Context: an optimization exercise on an open-source flow, tuned for small area, a short achievable clock period and few clock cycles. The choices shown serve that exercise and are no tape-out recipe. At most, simulation tests tie the RTL to the original design; equivalence was not proved. Power is estimated from default activity; no workload was simulated.

## alu_arbiter
module alu_arbiter #(
  parameter int MUL_LAT = 3
) (
  input  logic        clk,
  input  logic        reset,
  input  logic        i_reqA_valid,
  input  logic        i_reqB_valid,
  output logic        o_reqA_ready,
  output logic        o_reqB_ready,
  input  logic [31:0] i_reqA_op1,
  input  logic [31:0] i_reqA_op2,
  input  logic [31:0] i_reqB_op1,
  input  logic [31:0] i_reqB_op2,
  input  logic [3:0]  i_reqA_sel,
  input  logic [3:0]  i_reqB_sel,
  output logic        o_rsp_valid,
  input  logic        i_rsp_ready,
  output logic        o_rsp_id,
  output logic [31:0] o_rsp_data,
  output logic        o_rsp_zflag,
  output logic        o_busy
);
  logic        last_b;       
  logic        cap_b, cap_v, stall, accept;
  logic [31:0] a, b;
  logic [3:0]  sel;
  logic        is_mul, is_add, is_sub, is_and, is_or, is_slt;
  logic [31:0] ax, ay;
  logic [15:0] d_one, d_two, d_neg;
  logic        v1, id1;      
  logic        pick;         
  logic        qa, qb;       
  logic [31:0] ma;           
  logic [31:0] ay1;          
  logic        cin1;         
  logic [15:0] bo, bt, bn;   
  logic        v2, id2;      
  logic        cin2;
  assign cap_b   = v1 ? ~id1 : pick;
  assign cap_v   = cap_b ? i_reqB_valid : i_reqA_valid;
  assign stall        = v2 & ~i_rsp_ready;
  assign o_reqA_ready = qa & i_reqA_valid & ~reset & ~stall & (~i_reqB_valid | last_b);
  assign o_reqB_ready = qb & i_reqB_valid & ~reset & ~stall & (~i_reqA_valid | ~last_b);
  assign accept       = o_reqA_ready | o_reqB_ready;
  assign o_rsp_valid  = v2;
  assign o_rsp_id     = id2;
  assign o_busy       = v2;
  assign a   = cap_b ? i_reqB_op1 : i_reqA_op1;
  assign b   = cap_b ? i_reqB_op2 : i_reqA_op2;
  assign sel = cap_b ? i_reqB_sel : i_reqA_sel;
  assign is_and = (sel == 4'b0000);
  assign is_or  = (sel == 4'b0001);
  assign is_add = (sel == 4'b0010);
  assign is_mul = (sel == 4'b0011);
  assign is_sub = (sel == 4'b0110);
  assign is_slt = (sel == 4'b0111);
  assign ax = ({32{is_add | is_sub | is_mul}} & a) | ({32{is_and}} & (a & b)) |
              ({32{is_or}} & (a | b)) | {31'b0, is_slt & (a < b)};
  ...
For scale: ~0.021 mm^2 of cells after synthesis.
export LEC_CHECK = 0
export ABC_AREA = 1
export ABC_CLOCK_PERIOD_IN_PS = 4700
export CAP_MARGIN = 20
export CORE_MARGIN = 2
export CORE_UTILIZATION = 40
export SETUP_SLACK_MARGIN = 4.8
export SLEW_MARGIN = 20
create_clock -name core_clock -period 9.5 [get_ports {clk}]
standard.sh (not shown) runs the stock make flow with config.mk's settings and CLKGATE_MAP_FILE= SYNTH_SCRIPT=/design/flow/synth_recipe.tcl, a recipe that flattens the netlist after the stock synthesis.
==> flow/flow/run.sh <==
#!/bin/bash
# Standard ORFS layout with two changes:
#  - after the standard synthesis, polarity.py removes inverters (it picks the
#    polarity of each full adder and XOR gate, both of which can absorb an
#    inversion, and splits half adders whose inputs are both inverted);
#    registers, ports and all other cells are unchanged;
#  - the port buffers are buf_1 cells (the resizer may upsize them) instead
#    of the default delay-buffer cell.
set -euo pipefail
R=orfs/results/${FLOW_PLATFORM}/alu_arbiter/base
bash standard.sh synth > log_synth.txt 2>&1
python3 flow/polarity.py $R/1_2_yosys.v $R/1_2_yosys.pol.v > log_polarity.txt 2>&1
mv $R/1_2_yosys.pol.v $R/1_2_yosys.v
rm -f $R/1_synth.odb $R/1_synth.sdc
bash standard.sh BUFFER_PORTS_ARGS="-buffer_cell sky130_fd_sc_hd__buf_1" finish > log_layout.txt 2>&1
Other scripts of this flow, unchanged in this note and not shown: flow/flow/polarity.py
Change:
--- a/flow/design.v
+++ b/flow/design.v
@@ -903,28 +903,28 @@
   logic rp12;
   logic rg12;
   logic rp13;
   logic rg13;
   logic rp14;
   logic rg14;
   logic rp15;
   logic rg15;
   logic rp16;
   logic rg16;
-  logic rp17;
-  logic rg17;
-  logic rp18;
-  logic rg18;
-  logic rp19;
-  logic rg19;
-  logic rp20;
-  logic rg20;
+  logic r17_0;
+  logic r17_1;
+  logic r18_0;
+  logic r18_1;
+  logic r19_0;
+  logic r19_1;
+  logic r20_0;
+  logic r20_1;
   logic r21_0;
   logic r21_1;
   logic r22_0;
   logic r22_1;
   logic r23_0;
   logic r23_1;
   logic r24_0;
   logic r24_1;
   logic r25_0;
   logic r25_1;
@@ -972,28 +972,28 @@
       rp12 <= tc412 ^ ts413;
       rg12 <= tc412 & ts413;
       rp13 <= tc414 ^ ts415;
       rg13 <= tc414 & ts415;
       rp14 <= tc416 ^ ts417;
       rg14 <= tc416 & ts417;
       rp15 <= tc418 ^ ts419;
       rg15 <= tc418 & ts419;
       rp16 <= tc420 ^ ts421;
       rg16 <= tc420 & ts421;
-      rp17 <= tc422 ^ ts423;
-      rg17 <= tc422 & ts423;
-      rp18 <= tc424 ^ ts425;
-      rg18 <= tc424 & ts425;
-      rp19 <= tc426 ^ ts427;
-      rg19 <= tc426 & ts427;
-      rp20 <= tc428 ^ ts429;
-      rg20 <= tc428 & ts429;
+      r17_0 <= tc422;
+      r17_1 <= ts423;
+      r18_0 <= tc424;
+      r18_1 <= ts425;
+      r19_0 <= tc426;
+      r19_1 <= ts427;
+      r20_0 <= tc428;
+      r20_1 <= ts429;
       r21_0 <= tc430;
       r21_1 <= ts431;
       r22_0 <= tc432;
       r22_1 <= ts433;
       r23_0 <= tc434;
       r23_1 <= ts435;
       r24_0 <= tc436;
       r24_1 <= ts437;
       r25_0 <= tc438;
       r25_1 <= ts439;
@@ -1040,28 +1040,28 @@
   assign p[12] = rp12;
   assign g[12] = rg12;
   assign p[13] = rp13;
   assign g[13] = rg13;
   assign p[14] = rp14;
   assign g[14] = rg14;
   assign p[15] = rp15;
   assign g[15] = rg15;
   assign p[16] = rp16;
   assign g[16] = rg16;
-  assign p[17] = rp17;
-  assign g[17] = rg17;
-  assign p[18] = rp18;
-  assign g[18] = rg18;
-  assign p[19] = rp19;
-  assign g[19] = rg19;
-  assign p[20] = rp20;
-  assign g[20] = rg20;
+  assign p[17] = r17_0 ^ r17_1;
+  assign g[17] = r17_0 & r17_1;
+  assign p[18] = r18_0 ^ r18_1;
+  assign g[18] = r18_0 & r18_1;
+  assign p[19] = r19_0 ^ r19_1;
+  assign g[19] = r19_0 & r19_1;
+  assign p[20] = r20_0 ^ r20_1;
+  assign g[20] = r20_0 & r20_1;
   assign p[21] = r21_0 ^ r21_1;
   assign g[21] = r21_0 & r21_1;
   assign p[22] = r22_0 ^ r22_1;
   assign g[22] = r22_0 & r22_1;
   assign p[23] = r23_0 ^ r23_1;
   assign g[23] = r23_0 & r23_1;
   assign p[24] = r24_0 ^ r24_1;
   assign g[24] = r24_0 & r24_1;
   assign p[25] = r25_0 ^ r25_1;
   assign g[25] = r25_0 & r25_1;
Die area shrinks by 0.37%.
Non-clock buffer count is lower by 15.
Setup slack gets better by 32 ps.
Fmax went up by 0.70%.
Combinational power decreases by about 3%.
Routed wire length falls by 3.3%.
Final cell count shrinks by 0.30%.
Testbench counts after the change, summed over its fixed seeds: cycles 2,416.
Only the layout flow was run in the first run of this note; the RTL was not checked for function there.

afterwards: timing with drivers on the ports:
Ports are ideal in the flow. The routed layouts listed here were re-timed in OpenROAD. Step 1, drivers: a clkbuf_16 drives clk and a buf_2 each remaining input, both assumed. Step 2 also shifts input and output timing later by t, the mid clock arrival at the registers, as if the neighbouring blocks saw the same clock. a / b / c = ideal / step 1 / step 2; a / b = the first two.
| run | shift t [ns] | setup slack, ns | worst hold slack (ns) | pins driven straight from the clock port |
|---|---|---|---|---|
| the first run | 0.527 | 4.886 / 4.863 / 4.863 | 0.474 / 0.474 / 0.474 | 1 |
| the second run | 0.508 | 4.918 / 4.878 / 4.892 | 0.439 / 0.439 / 0.439 | 1 |
After both steps setup and hold are still met in every run listed. The setup slack of the second run, which loses most, moves by -0.040 ns with the drivers and by -0.026 ns with both steps.
